What follows belongs to an exercise in optimizing a design on an open flow for small area; a production flow would make more cautious choices.
Where RTL was checked, it was by simulation tests only, not by an equivalence proof against the original.
For run 4, only the layout was checked, not whether the RTL still works.
Power and IR drop assume default switching activity.

==> flow/design.v <==
module max_unpool #(
    parameter  int unsigned DATA_WIDTH = 16,
    parameter  int unsigned IN_SIZE    = 4,
    localparam int unsigned OUT_SIZE   = 2 * IN_SIZE,
    localparam int unsigned CNT_W      = $clog2(IN_SIZE * IN_SIZE + 1)
) (
    input  logic                                         clk,
    input  logic                                         reset,
    input  logic                                         en,
    input  logic                                         in_valid,
    input  logic [DATA_WIDTH-1:0]                        in_data,
    input  logic [1:0]                                   in_idx,
    output logic                                         in_ready,
    output logic [OUT_SIZE*OUT_SIZE*DATA_WIDTH-1:0]      ofmap,
    output logic                                         done_unpool
);
    localparam int unsigned BEATS = IN_SIZE * IN_SIZE;
    logic [CNT_W-1:0] count_q;
    logic             accept_c;
    logic             last_beat_c;
    logic             start_c;
    always_comb begin
        accept_c    = in_valid && in_ready;
        last_beat_c = accept_c && (count_q == CNT_W'(BEATS - 1));
        start_c     = !in_ready && !done_unpool && en;
    end
    always_ff @(posedge clk or posedge reset) begin
        if (reset) begin
            in_ready    <= 1'b0;
            done_unpool <= 1'b0;
        end else begin
            in_ready    <= start_c || (in_ready && en && !last_beat_c);
            done_unpool <= last_beat_c || (done_unpool && en);
        end
    end
    always_ff @(posedge clk or posedge reset) begin
        if (reset) begin
            count_q <= '0;
        end else if (start_c) begin
            count_q <= '0;
        end else if (accept_c) begin
            count_q <= count_q + CNT_W'(1);
        end
    end
    logic [DATA_WIDTH-1:0] nval_q [BEATS];
    logic [1:0]            idx_q  [BEATS];
    always_ff @(posedge clk) begin
        for (int w = 0; w < BEATS; w++) begin
            if (accept_c && (count_q == CNT_W'(w))) begin
                nval_q[w] <= ~in_data;
                idx_q[w]  <= in_idx;
            end
        end
    end
    always_comb begin
        for (int w = 0; w < BEATS; w++) begin
            for (int p = 0; p < 4; p++) begin
                logic nsel;
                nsel = !((count_q > CNT_W'(w)) && (idx_q[w] == 2'(p)));
                for (int b = 0; b < DATA_WIDTH; b++) begin
                    ofmap[((2*(w/IN_SIZE) + p/2)*OUT_SIZE + 2*(w%IN_SIZE) + p%2)*DATA_WIDTH + b]
                        = !(nval_q[w][b] || nsel);
                end
            end
        end
    end
endmodule
==> flow/flow/run.sh <==
#!/bin/bash
# The standard layout, with each port buffered by the smallest buffer cell, pins one track
# apart, and a clock tree of small buffers in larger clusters, without dummy loads.
set -euo pipefail
bash standard.sh finish \
  BUFFER_PORTS_ARGS="-buffer_cell sky130_fd_sc_hd__buf_1" \
  PLACE_PINS_ARGS="-min_distance 1 -min_distance_in_tracks" \
  CTS_ARGS="-sink_clustering_enable -repair_clock_nets -dont_use_dummy_load -sink_clustering_size 20 -sink_clustering_max_diameter 50 -buf_list {sky130_fd_sc_hd__clkbuf_4 sky130_fd_sc_hd__clkbuf_8}" \
  > flow_make.log 2>&1
==> flow/standard.sh <==
#!/bin/bash
# synth_recipe.tcl (not shown) runs the flow's synth.tcl, then flattens the netlist and writes it again
# the make line also repeats each setting of config.mk as NAME=value (left out here)
make -C /OpenROAD-flow-scripts/flow DESIGN_CONFIG=/design/flow/config.mk WORK_HOME=/design/flow/orfs CLKGATE_MAP_FILE= SYNTH_SCRIPT=/design/flow/synth_recipe.tcl "${@:-finish}"
==> flow/config.mk <==
export PLATFORM = sky130hd
export DESIGN_NAME = max_unpool
export DESIGN_NICKNAME = max_unpool
export VERILOG_FILES = /design/flow/design.v
export SDC_FILE = /design/flow/constraint.sdc
export NUM_CORES = 4
export LEC_CHECK = 0
export ABC_AREA = 1
export CAP_MARGIN = 20
export CORE_AREA = 6 6 214 214
export DIE_AREA = 0 0 220 220
export PLACE_DENSITY = 0.45
export SLEW_MARGIN = 20
==> flow/constraint.sdc <==
create_clock -name core_clock -period 4.0 [get_ports {clk}]
set_input_delay 0.8000 -clock core_clock [delete_from_list [all_inputs] [get_ports {clk}]]
set_output_delay 0.8000 -clock core_clock [all_outputs]
set_load 0.01 [all_outputs]
==> flow_metrics.tcl, run 1 <==
set metrics [dict create \
    status "finished clean" \
    fmax_mhz 259.2 \
    clk_pin_slew_worst_paths_ns 0.12 \
    timing.rr.start "count_q[3]" \
    pwr-share-seq_pct 59.3 \
    num_rows 75 \
    grt_util_all_layers_pct 26.66 \
    syn_area_per_cell_sq_um 8.790 \
    ff2ff_setup_slack_ns 1.86 \
    ys_types 29 \
    die_w_microns 220 \
    slew_headroom_pct 23.88 \
    drt_iter0_markers 1236 \
    fillers 4227 \
    ir_worst_vdd_uv 164.2 \
    ff2ff_path_depth 3 \
    drt_pass1_iterations 8 \
    yosys_warnings 3 \
    syn_inst 1607 \
    dpl.hpwl_microns 52020 \
    synth_area_sq_um 14120 \
    worst_pin_slew_ns 1.141 \
    io_pins 1048 \
    core-area_sq_um 42320 \
    ff_latch_area_sq_um 8823 \
    final_hold_viol_count 0 \
    grt_first_pass_wirelength_microns 97340 \
    min_period_ns 3.858 \
    p_clk_share_pct 26.5 \
    layout_common_cells "1,052 x nor2_1, 1,047 x buf_1, 288 x edfxtp_1, 63 x inv_1, 38 x nand3_1" \
    total_power_mw 5.969 \
    worstPathRequired_ns 3.20 \
    finalSetupViolations 0 \
    fin_cells 3225 \
    die_y_microns 220 \
    antenna_found_initial 3 \
    r2r_end "nval_q[2][10]" \
    maxCapViolations 0 \
    finClkSkew_ns 0.07617 \
    hold_path.class "in -> async" \
    clk_latency_ns 0.60 \
    startpoint_type "flip-flop" \
    fin_area_sq_um 19180 \
    rsz0062_at_grt "false" \
    post_dp_cell_area_sq_um 18760 \
    root_buffer "clkbuf_8" \
    sw_frac_of_total_pct 28.13 \
    fin_setup_tns_ns 0 \
    seq_area_frac_synth_pct 62.47 \
    period_share_pct 96.45 \
    whs_ns 0.08672 \
    ys_seq_elements 295 \
    grt_max_degree 21 \
    share_comb_of_total_power_pct 14.1 \
    powerDensity_nw_per_um2 311.3 \
    p_sw_mw 1.679 \
    crit_type "reg -> out" \
    drt-total-wl_microns 71920 \
    cp_max_fo 16 \
    dieArea_sq_um 48400 \
    drv_slew 0 \
    cts_sinks 295 \
    portBuffers 1047 \
    drc_errors 0 \
    dp.cells 3194 \
    syn_to_final_growth_pct 35.76 \
    grt_pass1_vias 15143 \
    gp_congestion 0.9000 \
    cp-startpoint "count_q[1]" \
    detailroute.via_count 16340 \
    ant_nets 0 \
    drive_gt1_share_pct 3.362 \
    gr-total-overflow 0 \
    final_common_cell "nor2_1" \
    p_int_mw 4.290 \
    viasPerCell 5.067 \
    power.leakage_nw 7.153 \
    end_kind "output port" \
    cp-endpoint "ofmap[170]" \
    nNetsFinal 2676 \
    cp.arrival_ns 3.06 \
    cts_tree "yes" \
    clockBufferDepth 3 \
    multi_input_area_sq_um 4791 \
    wire_per_inst_microns 22.30 \
    cts-buffers-inserted 29 \
    syn_nets 1634 \
    hold_buffers 0 \
    htree_levels 1 \
    initial_core_util_pct 33.37 \
]
[power groups by stage]
| stage | clock network (mW) | logic [mW] | registers [mW] |
|---|---|---|---|
| floorplan | 0 | 0.455 | 3.58 |
| CTS | 1.64 | 0.833 | 3.54 |
| finish | 1.58 | 0.842 | 3.54 |
| global route | 1.73 | 0.902 | 3.55 |
| detailed placement | 0 | 0.830 | 3.61 |
| global placement | 0 | 0.831 | 3.61 |
[metal layers]
metal  wire, microns  vias up  track usage [%]
met5               0        -                0
met4            4259        0            14.06
li1                -     7186                -
met3            6318      319            5.943
met2           34940     1185            45.60
met1           26400     7650            31.22
[state kept, by name, summed over array words and instances, names as in the netlist]
| register | flops |
|---|---|
| count_q | 5 |
| done_unpool | 1 |
| idx_q | 32 |
| in_ready | 1 |
| nval_q | 256 |
[final cells by class]
type,count,share of cell area [%]
flip-flops and latches,295,46.01
multi-input cells,1179,24.98
repair buffers,1078,21.85
well taps,577,3.765
clock buffers,29,2.081
inverters,66,1.292
diodes,1,0.01305
[per-stage QoR]
stage	setup WS, ns	util [%]
floorplan	0.6374	-
global placement	0.8389	44.22
detailed placement	0.8077	44.32
CTS	0.1736	45.26
global route	0.01645	45.31
finish	0.1420	45.31
[worst min path at each step]
stage                     slack (ns)           to         from  cells past startpoint
after floorplan                 0.59  done_unpool  done_unpool                      2
after global routing            0.07   count_q[3]        reset                      2
after detailed placement        0.57  done_unpool  done_unpool                      2
after global placement          0.57  done_unpool  done_unpool                      2
after CTS                       0.06   count_q[3]        reset                      2
final                           0.09   count_q[3]        reset                      2
[repair_timing]
| action | in CTS | in global routing |
|---|---|---|
| gates resized for setup | 0 | 2 |
| endpoints found under the setup margin | 0 | 5 |
| setup buffers | 0 | 1 |
[logic make-up after synthesis]
logic type / count (synthesis) / synth area share [%]
compound gates: 13 / 0.5758
fa+ha+maj: 5 / 0.4429
buf+inv: 133 / 3.951
flops: 295 / 62.47
simple gates: 1161 / 32.56
[worst max-delay path: stages (launching register included)]
cell and delay, ns:
dfrtp_1 0.51, inv_1 0.18, ha_1 0.31, o21ai_2 0.33, nand3_1 0.62, nor2_1 0.34, buf_1 0.19
[synthesized netlist by cell type, drive strengths merged]
master / count / area [sq um]
dfrtp: 7 / 175.2
nand4: 22 / 137.6
ha: 5 / 62.56
nor3: 5 / 25.02
nor2: 1058 / 3976
nand3b: 2 / 15.01
o21ai: 7 / 42.54
buf: 41 / 212.7
o31ai: 1 / 7.510
a21oi: 3 / 18.77
nand3: 48 / 332.8
o22ai: 2 / 12.51
inv: 66 / 247.7
clkbuf: 26 / 97.59
nor4: 2 / 12.51
nand2: 24 / 100.1
edfxtp: 288 / 8648
==> run 2, diff against run 1 <==
==> flow/flow/run.sh (replaced) <==
#!/bin/bash
# The standard layout, with each port buffered by the smallest buffer cell, pins one track
# apart, and a clock tree of small buffers in larger clusters, without dummy loads.
set -euo pipefail
bash standard.sh finish \
  BUFFER_PORTS_ARGS="-buffer_cell sky130_fd_sc_hd__buf_1" \
  PLACE_PINS_ARGS="-min_distance 1 -min_distance_in_tracks" \
  CTS_ARGS="-sink_clustering_enable -repair_clock_nets -dont_use_dummy_load -sink_clustering_size 18 -sink_clustering_max_diameter 80 -buf_list {sky130_fd_sc_hd__clkbuf_4 sky130_fd_sc_hd__clkbuf_8}" \
  > flow_make.log 2>&1
==> run 2 against run 1 <==
Compared with the run above: still clean on timing, DRC and antenna; core utilization fell by 0.21 points; die area did not move; sequential cell count is the same; clock-buffer cell count fell by 8; synthesized cell count unchanged; first-iteration DRC count rose by 2.5%; critical endpoint unchanged; largest power group unchanged.
==> flow_metrics.tcl, run 2 <==
set metrics [dict create \
    status "finished clean" \
    ys.flop_type "edfxtp_1" \
    post_dp_cell_area_sq_um 18760 \
    grt_pass1_vias 15111 \
    period_share_pct 95.75 \
    initial_core_util_pct 33.37 \
    core-area_sq_um 42320 \
    powerDensity_nw_per_um2 302.6 \
    regMostFlops "nval_q" \
    ys_types 29 \
    synthTopCellsByArea "edfxtp_1 61%, nor2_1 28%, inv_1 1.7%" \
    fin_area_sq_um 19090 \
    cts_tree "yes" \
    layout_common_cells "1,052 x nor2_1, 1,047 x buf_1, 288 x edfxtp_1, 63 x inv_1, 38 x nand3_1" \
    grt_util_all_layers_pct 26.66 \
    maxCapViolations 0 \
    largest_reg_flops 256 \
    ys_seq_elements 295 \
    synthTopCellsByCount "1,056 x nor2_1, 288 x edfxtp_1, 65 x inv_1" \
    portBuffers 1047 \
    min_period_ns 3.830 \
    nNetsFinal 2670 \
    final_hold_viol_count 0 \
    syn_inst 1607 \
    grt_max_degree 19 \
    crit_type "reg -> out" \
    die_w_microns 220 \
    num_rows 75 \
    grt_first_pass_wirelength_microns 97370 \
    yosys.area.top_type "edfxtp_1" \
    dieArea_sq_um 48400 \
    root_buffer "clkbuf_8" \
    detailroute.via_count 16247 \
    rsz0062_at_grt "false" \
    hold_path.class "in -> async" \
    drt_pass1_iterations 5 \
    synth_area_sq_um 14120 \
    gr-total-overflow 0 \
    worst_pin_slew_ns 1.121 \
    final_common_cell "nor2_1" \
    slew_headroom_pct 25.17 \
    slowest_delay_ns 0.59 \
    cp_slowest_cell "nand3_1" \
    drc_errors 0 \
    die_y_microns 220 \
    async_reset_ff_share_pct 2.373 \
    drive_gt1_share_pct 3.143 \
    io_pins 1048 \
    drt_iter0_markers 1267 \
    drt-total-wl_microns 71820 \
    crit_family "simple AND/OR/NAND/NOR gates" \
    ant_nets 0 \
    antenna_found_initial 4 \
    drv_slew 0 \
    syn_area_per_cell_sq_um 8.790 \
    clk_pin_slew_worst_paths_ns 0.11 \
    syn_to_final_growth_pct 35.12 \
    htree_levels 1 \
    cts-buffers-inserted 21 \
    end_kind "output port" \
    wire_per_inst_microns 22.30 \
    yosys_warnings 3 \
    startpoint_type "flip-flop" \
    worstPathRequired_ns 3.20 \
    path_cells "inv_1, ha_1, o21ai_2, nand3_1, nor2_1, buf_1" \
    fin_setup_tns_ns 0 \
    netlist.area_leader.share_pct 61.23 \
    fmax_mhz 261.1 \
    gp_congestion 0.9000 \
    cts_sinks 295 \
    yosysMostFrequentCell "nor2_1" \
    finClkSkew_ns 0.04108 \
    cp_max_fo 16 \
    cp.arrival_ns 3.03 \
    syn_nets 1634 \
    synth_edf_count 288 \
    ir_worst_vdd_uv 160.0 \
    reg.largest.list "nval_q x256, idx_q x32, count_q x5" \
    dpl.hpwl_microns 52020 \
    power.leakage_nw 7.104 \
    finalSetupViolations 0 \
    seq_area_frac_synth_pct 62.47 \
    path_buf_inv 2 \
    clockBufferDepth 3 \
    viasPerCell 5.044 \
    hold_buffers 0 \
    clk_latency_ns 0.55 \
]
-- run 2: cell count changes in the layout (fill, tap and decap cells not counted) --
cell,change
buf_4,+2
diode_2,+2
clkbuf_8,-8
-- run 2: metal layers --
metal  global-route usage (%)  routed length, microns  up-vias
met5                        0                       0        -
met4                    14.46                    4257        0
met3                    5.600                    6403      298
met2                    45.40                   34890     1171
met1                    31.43                   26270     7598
li1                         -                       -     7180
-- run 2: cells by family (layout without fill, tap and decap cells) --
| group | count (synthesis) | after routing | synth area share [%] |
|---|---|---|---|
| AO/OA/AOI/OAI | 13 | 13 | 0.5758 |
| adder cells (fa/ha/maj) | 5 | 5 | 0.4429 |
| buffers and inverters | 133 | 1167 | 3.951 |
| flip-flops | 295 | 295 | 62.47 |
| other | 0 | 3 | 0 |
| AND/OR/NAND/NOR | 1161 | 1161 | 32.56 |
-- run 2: path summary, 6_finish.rpt --
path	start	to	slack, ns	cells past startpoint
worst max register to register	count_q[0]	nval_q[15][6]	1.89	7
worst min-delay path	reset	count_q[0]	0.15	2
worst min register to register	done_unpool	done_unpool	0.58	2
max in group asynchronous	reset	count_q[3]	3.63	2
worst max-delay path	count_q[1]	ofmap[170]	0.17	6
min in group core_clock	en	in_ready	0.50	3
-- run 2: cell type report --
| type | count | area, sq um |
|---|---|---|
| clock buffers | 21 | 289.0 |
| flip-flops and latches | 295 | 8823 |
| diodes | 3 | 7.507 |
| fillers | 4227 | 23240 |
| multi-input cells | 1179 | 4791 |
| well taps | 577 | 721.9 |
| inverters | 66 | 247.7 |
| repair buffers | 1080 | 4205 |
-- run 2: what timing repair did --
action,CTS,global route
endpoints found under the setup margin,0,9
buffers inserted,0,3
hold endpoints to repair,0,0
gates resized for setup,0,2
-- run 2: power breakdown --
group / leakage, nW / internal (mW) / switching, mW
sequential: 2.69 / 3.46 / 0.0777
combinational: 4.27 / 0.185 / 0.658
clock: 0.151 / 0.475 / 0.918
-- run 2: metrics by stage --
step	power (mW)	utilization, %	hold slack, ns	worst slack [ns]	cells
final	5.775	45.10	0.1455	0.1700	3221
after global routing	5.976	45.09	0.1265	0.01716	3220
after CTS	5.817	45.00	0.1052	0.1672	3215
after detailed placement	4.438	44.32	0.5745	0.8077	3194
after global placement	4.438	44.22	0.5659	0.8389	3192
after floorplan	4.032	-	0.5873	0.6374	1607
==> run 3, diff against run 2 <==
==> flow/flow/run.sh (replaced) <==
#!/bin/bash
# The standard layout, with each port buffered by the smallest buffer cell, pins one track
# apart, and a clock tree of small buffers in larger clusters, without dummy loads.
set -euo pipefail
bash standard.sh finish \
  BUFFER_PORTS_ARGS="-buffer_cell sky130_fd_sc_hd__buf_1" \
  PLACE_PINS_ARGS="-min_distance 1 -min_distance_in_tracks" \
  CTS_ARGS="-sink_clustering_enable -repair_clock_nets -dont_use_dummy_load -sink_clustering_size 30 -sink_clustering_max_diameter 60 -buf_list {sky130_fd_sc_hd__clkbuf_8 sky130_fd_sc_hd__clkbuf_16}" \
  > flow_make.log 2>&1
==> run 3 against run 2 <==
Compared with the run above: die area stayed put; highest routed layer unchanged; sequential cell count unchanged; non-clock buffer count is 3 lower; sequential power about the same; still clean on timing, DRC and antenna; wire length hardly changed; core utilization increased by 0.60 points; clock power grew 42%; power rose by 10%; critical path type unchanged; clock-buffer cell count increased by 2.
==> flow_metrics.tcl, run 3 <==
set metrics [dict create \
    drc_errors 0 \
    syn_inst 1607 \
    die_w_microns 220 \
    io_pins 1048 \
    dpl.hpwl_microns 52020 \
    cts_sinks 295 \
    largest_reg_flops 256 \
    gr-total-overflow 0 \
    async_reset_ff_share_pct 2.373 \
    regMostFlops "nval_q" \
    antenna_found_initial 4 \
    power.leakage_nw 7.222 \
    seq_area_frac_synth_pct 62.47 \
    final_hold_viol_count 0 \
    hold_path.class "in -> async" \
    viasPerCell 5.074 \
    post_cts_buffers 0 \
    clockBufferDepth 3 \
    core-area_sq_um 42320 \
    drt_pass1_iterations 7 \
    powerDensity_nw_per_um2 329.1 \
    ys_types 29 \
    crit_type "reg -> out" \
    detailroute.via_count 16337 \
    grt_first_pass_wirelength_microns 97200 \
    root_buffer "clkbuf_16" \
    min_period_ns 3.750 \
    yosysMostFrequentCell "nor2_1" \
    worst_pin_slew_ns 1.109 \
    num_rows 75 \
    syn_to_final_growth_pct 36.92 \
    worstPathRequired_ns 3.20 \
    netlist.area_leader.share_pct 61.23 \
    drv_slew 0 \
    dieArea_sq_um 48400 \
    grt_util_all_layers_pct 26.68 \
    synthTopCellsByArea "edfxtp_1 61%, nor2_1 28%, inv_1 1.7%" \
    reg.largest.list "nval_q x256, idx_q x32, count_q x5" \
    maxCapViolations 0 \
    layout_common_cells "1,052 x nor2_1, 1,047 x buf_1, 288 x edfxtp_1, 63 x inv_1, 40 x nand3_1" \
    hold_buffers 0 \
    status "finished clean" \
    slew_headroom_pct 26.00 \
    initial_core_util_pct 33.37 \
    cp_max_fo 16 \
    finClkSkew_ns 0.06672 \
    cp.arrival_ns 2.95 \
    wire_per_inst_microns 22.29 \
    drt_iter0_markers 1253 \
    grt_max_degree 25 \
    fillers 4212 \
    finalSetupViolations 0 \
    yosys.area.top_type "edfxtp_1" \
    rsz0062_at_grt "false" \
    drive_gt1_share_pct 3.030 \
    fin_setup_tns_ns 0 \
    multi_input_area_sq_um 4781 \
    fmax_mhz 266.7 \
    period_share_pct 93.75 \
    synth_area_sq_um 14120 \
    ir_worst_vdd_uv 287.1 \
    cts-buffers-inserted 23 \
    die_y_microns 220 \
    ff_latch_area_sq_um 8823 \
    cts_tree "yes" \
    drt-total-wl_microns 71780 \
    final_common_cell "nor2_1" \
    htree_levels 1 \
    startpoint_type "flip-flop" \
    cts_resized 0 \
    ys_seq_elements 295 \
    gp_congestion 0.9000 \
    syn_area_per_cell_sq_um 8.790 \
    synthTopCellsByCount "1,056 x nor2_1, 288 x edfxtp_1, 65 x inv_1" \
    syn_nets 1634 \
    clk_pin_slew_worst_paths_ns 0.07 \
    grt_pass1_vias 15099 \
    fin_area_sq_um 19340 \
    portBuffers 1047 \
    clk_latency_ns 0.54 \
    nNetsFinal 2669 \
    post_dp_cell_area_sq_um 18760 \
    end_kind "output port" \
    yosys_warnings 3 \
    synth_edf_count 288 \
    ys.flop_type "edfxtp_1" \
    ant_nets 0 \
]
==> run 3: cell counts after synthesis <==
Identical to the previous run, type by type.
==> run 3: per-stage QoR <==
step / cells / util [%] / hold slack (ns) / power (mW) / setup slack [ns]
after global placement: 3192 / 44.22 / 0.5659 / 4.438 / 0.8389
after detailed placement: 3194 / 44.32 / 0.5745 / 4.438 / 0.8077
after CTS: 3217 / 45.68 / 0.1677 / 6.407 / 0.2613
final: 3220 / 45.70 / 0.1765 / 6.365 / 0.2500
after global routing: 3219 / 45.69 / 0.1808 / 6.578 / 0.05898
after floorplan: 1607 / - / 0.5873 / 4.032 / 0.6374
==> run 3: logic make-up after synthesis <==
family / share of synthesized area [%]
compound gates: 0.5758
buf+inv: 3.951
fa+ha+maj: 0.4429
flops: 62.47
simple gates: 32.56
==> run 3: path summary, 6_finish.rpt <==
| path | startpoint | endpoint | slack, ns | cells past startpoint |
|---|---|---|---|---|
| min in group core_clock | done_unpool | done_unpool | 0.57 | 2 |
| max in group asynchronous | reset | count_q[4] | 3.54 | 2 |
| setup reg to reg | count_q[0] | nval_q[2][14] | 1.93 | 4 |
| setup / recovery | count_q[1] | ofmap[180] | 0.25 | 6 |
| hold reg to reg | done_unpool | done_unpool | 0.57 | 2 |
| hold / removal | reset | count_q[3] | 0.18 | 2 |
==> run 3: critical path, cell delays in order (launching register included) <==
cell and delay (ns):
dfrtp_1 0.51, inv_1 0.17, ha_1 0.31, o21ai_2 0.31, nand3_1 0.61, nor2_1 0.27
buf_1 0.25
==> run 3: report_power, final <==
part | switching (mW) | total (mW) | internal [mW]
sequential | 0.0772 | 3.54 | 3.46
combinational | 0.657 | 0.841 | 0.185
clock | 0.969 | 1.98 | 1.01
total | 1.70 | 6.36 | 4.66
==> run 3: area by class of cell <==
class	instances	area share (%)
diodes	3	0.03882
clock buffers	23	2.976
inverters	66	1.281
multi-input cells	1179	24.72
flip-flops and latches	295	45.62
well taps	577	3.733
repair buffers	1077	21.63
==> run 3: layer usage <==
layer  GRT usage (%)  vias up  share of wire [%]
li1                -     7185                  -
met1           31.32     7685                 37
met2           45.28     1170                 49
met3           5.614      297                8.7
met4           15.08        0                6.1
met5               0        -                  0
==> run 4, diff against run 3 <==
==> flow/design.v (replaced) <==
module max_unpool #(
    parameter  int unsigned DATA_WIDTH = 16,
    parameter  int unsigned IN_SIZE    = 4,
    localparam int unsigned OUT_SIZE   = 2 * IN_SIZE,
    localparam int unsigned CNT_W      = $clog2(IN_SIZE * IN_SIZE + 1)
) (
    input  logic                                         clk,
    input  logic                                         reset,
    input  logic                                         en,
    input  logic                                         in_valid,
    input  logic [DATA_WIDTH-1:0]                        in_data,
    input  logic [1:0]                                   in_idx,
    output logic                                         in_ready,
    output logic [OUT_SIZE*OUT_SIZE*DATA_WIDTH-1:0]      ofmap,
    output logic                                         done_unpool
);
    localparam int unsigned RC_W   = (IN_SIZE > 1) ? $clog2(IN_SIZE) : 1;
    localparam int unsigned OW     = $clog2(OUT_SIZE);
    localparam int unsigned BEATS  = IN_SIZE * IN_SIZE;
    localparam logic [1:0] S_IDLE    = 2'd0;
    localparam logic [1:0] S_PROCESS = 2'd1;
    localparam logic [1:0] S_DONE    = 2'd2;
    logic [1:0]       state_q;
    logic [1:0]       state_d;
    logic [RC_W-1:0]  row_q;
    logic [RC_W-1:0]  col_q;
    logic [CNT_W-1:0] count_q;
    logic             accept_c;
    logic             last_beat_c;
    logic [OW-1:0]    wr_row_c;
    logic [OW-1:0]    wr_col_c;
    always_comb begin
        accept_c    = in_valid && in_ready && (state_q == S_PROCESS);
        last_beat_c = accept_c && (count_q == CNT_W'(BEATS - 1));
        wr_row_c    = OW'({row_q, 1'b0}) + OW'(in_idx[1]);
        wr_col_c    = OW'({col_q, 1'b0}) + OW'(in_idx[0]);
    end
    always_ff @(posedge clk or posedge reset) begin
        if (reset) begin
            state_q <= S_IDLE;
        end else begin
            state_q <= state_d;
        end
    end
    always_comb begin
        state_d = state_q;
        case (state_q)
            S_IDLE: begin
                if (en) begin
                    state_d = S_PROCESS;
                end
            end
            S_PROCESS: begin
                if (last_beat_c) begin
                    state_d = S_DONE;
                end else if (!en) begin
                    state_d = S_IDLE;
                end
            end
            S_DONE: begin
                if (!en) begin
                    state_d = S_IDLE;
                end
            end
            default: state_d = S_IDLE;
        endcase
    end
    always_ff @(posedge clk or posedge reset) begin
        if (reset) begin
            in_ready    <= 1'b0;
            done_unpool <= 1'b0;
        end else begin
            in_ready    <= (state_d == S_PROCESS);
            done_unpool <= (state_d == S_DONE);
        end
    end
    always_ff @(posedge clk or posedge reset) begin
        if (reset) begin
            row_q   <= '0;
            col_q   <= '0;
            count_q <= '0;
        end else if ((state_q == S_IDLE) && en) begin
            row_q   <= '0;
            col_q   <= '0;
            count_q <= '0;
        end else if (accept_c) begin
            count_q <= count_q + CNT_W'(1);
            if (col_q == RC_W'(IN_SIZE - 1)) begin
                col_q <= '0;
                row_q <= row_q + RC_W'(1);
            end else begin
                col_q <= col_q + RC_W'(1);
            end
        end
    end
    always_ff @(posedge clk or posedge reset) begin
        if (reset) begin
            ofmap <= '0;
        end else if ((state_q == S_IDLE) && en) begin
            ofmap <= '0;
        end else if (accept_c) begin
            for (int i = 0; i < OUT_SIZE; i++) begin
                for (int j = 0; j < OUT_SIZE; j++) begin
                    if ((wr_row_c == OW'(i)) && (wr_col_c == OW'(j))) begin
                        ofmap[(i*OUT_SIZE + j)*DATA_WIDTH +: DATA_WIDTH] <= in_data;
                    end
                end
            end
        end
    end
endmodule
==> flow/run.sh (new file) <==
#!/bin/bash
# synth_recipe.tcl (not shown) runs the flow's synth.tcl, then flattens the netlist and writes it again
# the make line also repeats each setting of config.mk as NAME=value (left out here)
make -C /OpenROAD-flow-scripts/flow DESIGN_CONFIG=/design/flow/config.mk WORK_HOME=/design/flow/orfs CLKGATE_MAP_FILE= SYNTH_SCRIPT=/design/flow/synth_recipe.tcl finish
--- a/flow/config.mk
+++ b/flow/config.mk
@@ -6,8 +6,6 @@
 export NUM_CORES = 4
 export LEC_CHECK = 0
-export ABC_AREA = 1
 export CAP_MARGIN = 20
-export CORE_AREA = 6 6 214 214
-export DIE_AREA = 0 0 220 220
-export PLACE_DENSITY = 0.45
+export CORE_AREA = 10 10 390 390
+export DIE_AREA = 0 0 400 400
 export SLEW_MARGIN = 20
removed: flow/flow/run.sh
removed: flow/standard.sh
==> run 4 against run 3 <==
Compared with the run above: wire length rose by 140%; maximum frequency is 41% higher; via count grew 91%; clock skew about the same.
==> flow_metrics.tcl, run 4 <==
set metrics [dict create \
    holdPathEnd "count_q[4]" \
    r2r_end "ofmap[609]" \
    synthTopCellsByCount "1,037 x dfrtp_1, 1,026 x nand2_1, 1,025 x mux2i_1" \
    die_w_microns 400 \
    ir_worst_vdd_uv 348.9 \
    ant_nets 0 \
    worstPathRequired_ns 3.20 \
    grtUsageMet1_pct 25.54 \
    cts_resized 0 \
    grt_first_pass_wirelength_microns 244300 \
    netlist.area_leader.share_pct 60.14 \
    wire_per_inst_microns 26.56 \
    ys_types 35 \
    final_common_cell "clkdlybuf4s50_1" \
    final_hold_viol_count 0 \
    drt_iter0_markers 2113 \
    timing.rr.start "row_q[1]" \
    drt_pass1_iterations 7 \
    rsz0062_at_grt "false" \
    hold_buffers 0 \
    grt_busiest_layer "met2" \
    synth_area_sq_um 43150 \
    layout_common_cells "1,047 x clkdlybuf4s50_1, 1,037 x dfrtp_1, 1,026 x nand2_1, 1,025 x mux2i_1, 116 x clkbuf_16" \
    detailroute.via_count 31124 \
    htree_levels 3 \
    maxCapViolations 0 \
    ys_seq_elements 1037 \
    ff_latch_area_sq_um 25950 \
    crit_type "reg -> out" \
    yosys.area.top_type "dfrtp_1" \
    gp_congestion 0.8136 \
    fin_cells 6542 \
    drc_errors 0 \
    die_y_microns 400 \
    syn_to_final_growth_pct 38.85 \
    worstHoldStart "count_q[4]" \
    grt_max_degree 137 \
    seq_area_frac_synth_pct 60.14 \
    nNetsFinal 4567 \
    use_met2_pct 33.07 \
    ff2ff_path_depth 3 \
    cp.depth 1 \
    cts_tree "yes" \
    dp.cells 6328 \
    post_cts_buffers 0 \
    status "finished clean" \
    gr-total-overflow 0 \
    core-area_sq_um 143500 \
    async_reset_ff_share_pct 100.0 \
    synthTopCellsByArea "dfrtp_1 60%, mux2i_1 24%, nand2_1 8.9%" \
    io_pins 1048 \
    path_buf_inv 1 \
    cts_sinks 1037 \
    grt_util_all_layers_pct 20.80 \
    regMostFlops "ofmap" \
    finClkSkew_ns 0.06710 \
    yosys_warnings 1 \
    synth_edf_count 0 \
    portBuffers 1047 \
    reg.largest.list "ofmap x1024, count_q x5" \
    ff2ff_setup_slack_ns 1.44 \
    powerDensity_nw_per_um2 380.1 \
    largest_reg_flops 1024 \
    total_power_mw 22.77 \
    power.leakage_nw 30.22 \
    cp_max_fo 2 \
    ys.flop_type "dfrtp_1" \
    clk_latency_ns 0.75 \
    yosysMostFrequentCell "dfrtp_1" \
    min_period_ns 2.655 \
    cp_slowest_cell "clkdlybuf4s50_1" \
    slew_headroom_pct 41.00 \
    drive_gt1_share_pct 9.161 \
    hold_path.class "reg -> reg" \
    dpl.hpwl_microns 116200 \
    num_rows 139 \
    end_kind "output port" \
    fmax_mhz 376.6 \
    finalSetupViolations 0 \
    utilization_pct 41.75 \
    period_share_pct 66.38 \
    drt-total-wl_microns 173800 \
    grt_pass1_vias 32382 \
    multi_input_area_sq_um 15550 \
    initial_core_util_pct 30.07 \
    worst_pin_slew_ns 0.8849 \
    syn_area_per_cell_sq_um 12.21 \
    syn_nets 3559 \
    slowest_delay_ns 0.75 \
    crit_family "buffers and inverters" \
    startpoint_type "flip-flop" \
    drv_slew 0 \
    root_buffer "clkbuf_16" \
    syn_inst 3534 \
    path_cells "clkdlybuf4s50_1" \
    cts-buffers-inserted 115 \
    cp.arrival_ns 1.86 \
    viasPerCell 4.758 \
    whs_ns 0.4888 \
    fillers 13573 \
    clockBufferDepth 3 \
    hold_path_depth 1 \
    clk_pin_slew_worst_paths_ns 0.06 \
    fin_setup_tns_ns 0 \
    antenna_found_initial 1 \
    gr-usage-met3_pct 6.947 \
    num_antenna_cells 0 \
    dieArea_sq_um 160000 \
]
==> run 4: changes by cell type in the layout (fill, tap and decap cells not counted), moves of 93 or more <==
cell,change
clkbuf_16,+93
dfrtp_1,+1030
nor2_1,-1050
buf_1,-1047
edfxtp_1,-288
nand2_1,+1004
clkdlybuf4s50_1,+1047
mux2i_1,+1025
==> run 4: cell families after synthesis <==
| logic type | synth area share, % |
|---|---|
| AND/OR/NAND/NOR | 11.70 |
| flip-flops | 60.14 |
| multiplexers | 23.78 |
| buffers and inverters | 4.060 |
| AO/OA/AOI/OAI | 0.2117 |
| adder cells (fa/ha/maj) | 0.08701 |
| XOR/XNOR | 0.02030 |
==> run 4: stage by stage <==
| stage | area, sq um | setup slack [ns] |
|---|---|---|
| finish | 59910 | 1.345 |
| global route | 59910 | 1.229 |
| floorplan | 43150 | -11.10 |
| global placement | 55980 | 0.6716 |
| CTS | 59910 | 1.197 |
| detailed placement | 55980 | 0.6247 |
==> run 4: final cells by class <==
cell class | count | area share [%]
Timing Repair Buffer | 1193 | 20.16
Sequential cell | 1037 | 43.31
Clock buffer | 178 | 5.818
Tap cell | 1903 | 3.974
Inverter | 5 | 0.03759
Clock inverter | 36 | 0.7456
Multi-Input combinational cell | 2190 | 25.95
==> run 4: report_power, final <==
part           total, mW  internal, mW  switching (mW)
Combinational       1.29         0.301           0.990
Clock               10.9          6.33            4.59
Sequential          10.6          10.5          0.0315
Total               22.8          17.2            5.61
==> run 4: layer usage <==
| metal | share of wire, % | vias to the layer above | routed length [microns] |
|---|---|---|---|
| met5 | 0 | - | 0 |
| met4 | 4.6 | 0 | 7964 |
| met3 | 8.7 | 275 | 15140 |
| met2 | 46 | 1037 | 80260 |
| met1 | 41 | 16081 | 70420 |
| li1 | - | 13731 | - |
==> run 4: how the worst max path moves through the flow <==
stage	endpoint	slack, ns	startpoint
floorplan	col_q[0]	-11.10	reset
global placement	ofmap[798]	0.67	in_idx[0]
detailed placement	ofmap[798]	0.62	in_idx[0]
CTS	ofmap[415]	1.20	ofmap[415]
global route	ofmap[882]	1.23	in_idx[0]
finish	ofmap[766]	1.34	ofmap[766]

## afterwards: timing with drivers on the ports
The flow's constraints put no driver on any port. The routed layouts listed below were extracted and timed again, unchanged, in two steps.
Step 1, drivers: a clkbuf_16 drives clk and a buf_2 each remaining input, both assumed.
Step 2 also shifts input and output timing later by t, the mid clock arrival at the registers, as if the neighbouring blocks saw the same clock.
Slacks: ideal ports / drivers / drivers and shift; pairs: ideal ports / drivers.
run	t (ns)	slack for setup (ns)	cell pins on the clock port's net
run 1	0.621	0.142 / 0.087 / 0.707	1
run 2	0.581	0.170 / 0.117 / 0.698	1
run 3	0.572	0.250 / 0.188 / 0.760	1
run 4	0.785	1.345 / 1.270 / 0.593	1
After both steps every run listed still meets setup and hold. The setup slack of run 4, which loses most, moves by -0.075 ns with the drivers and by -0.752 ns with both steps.
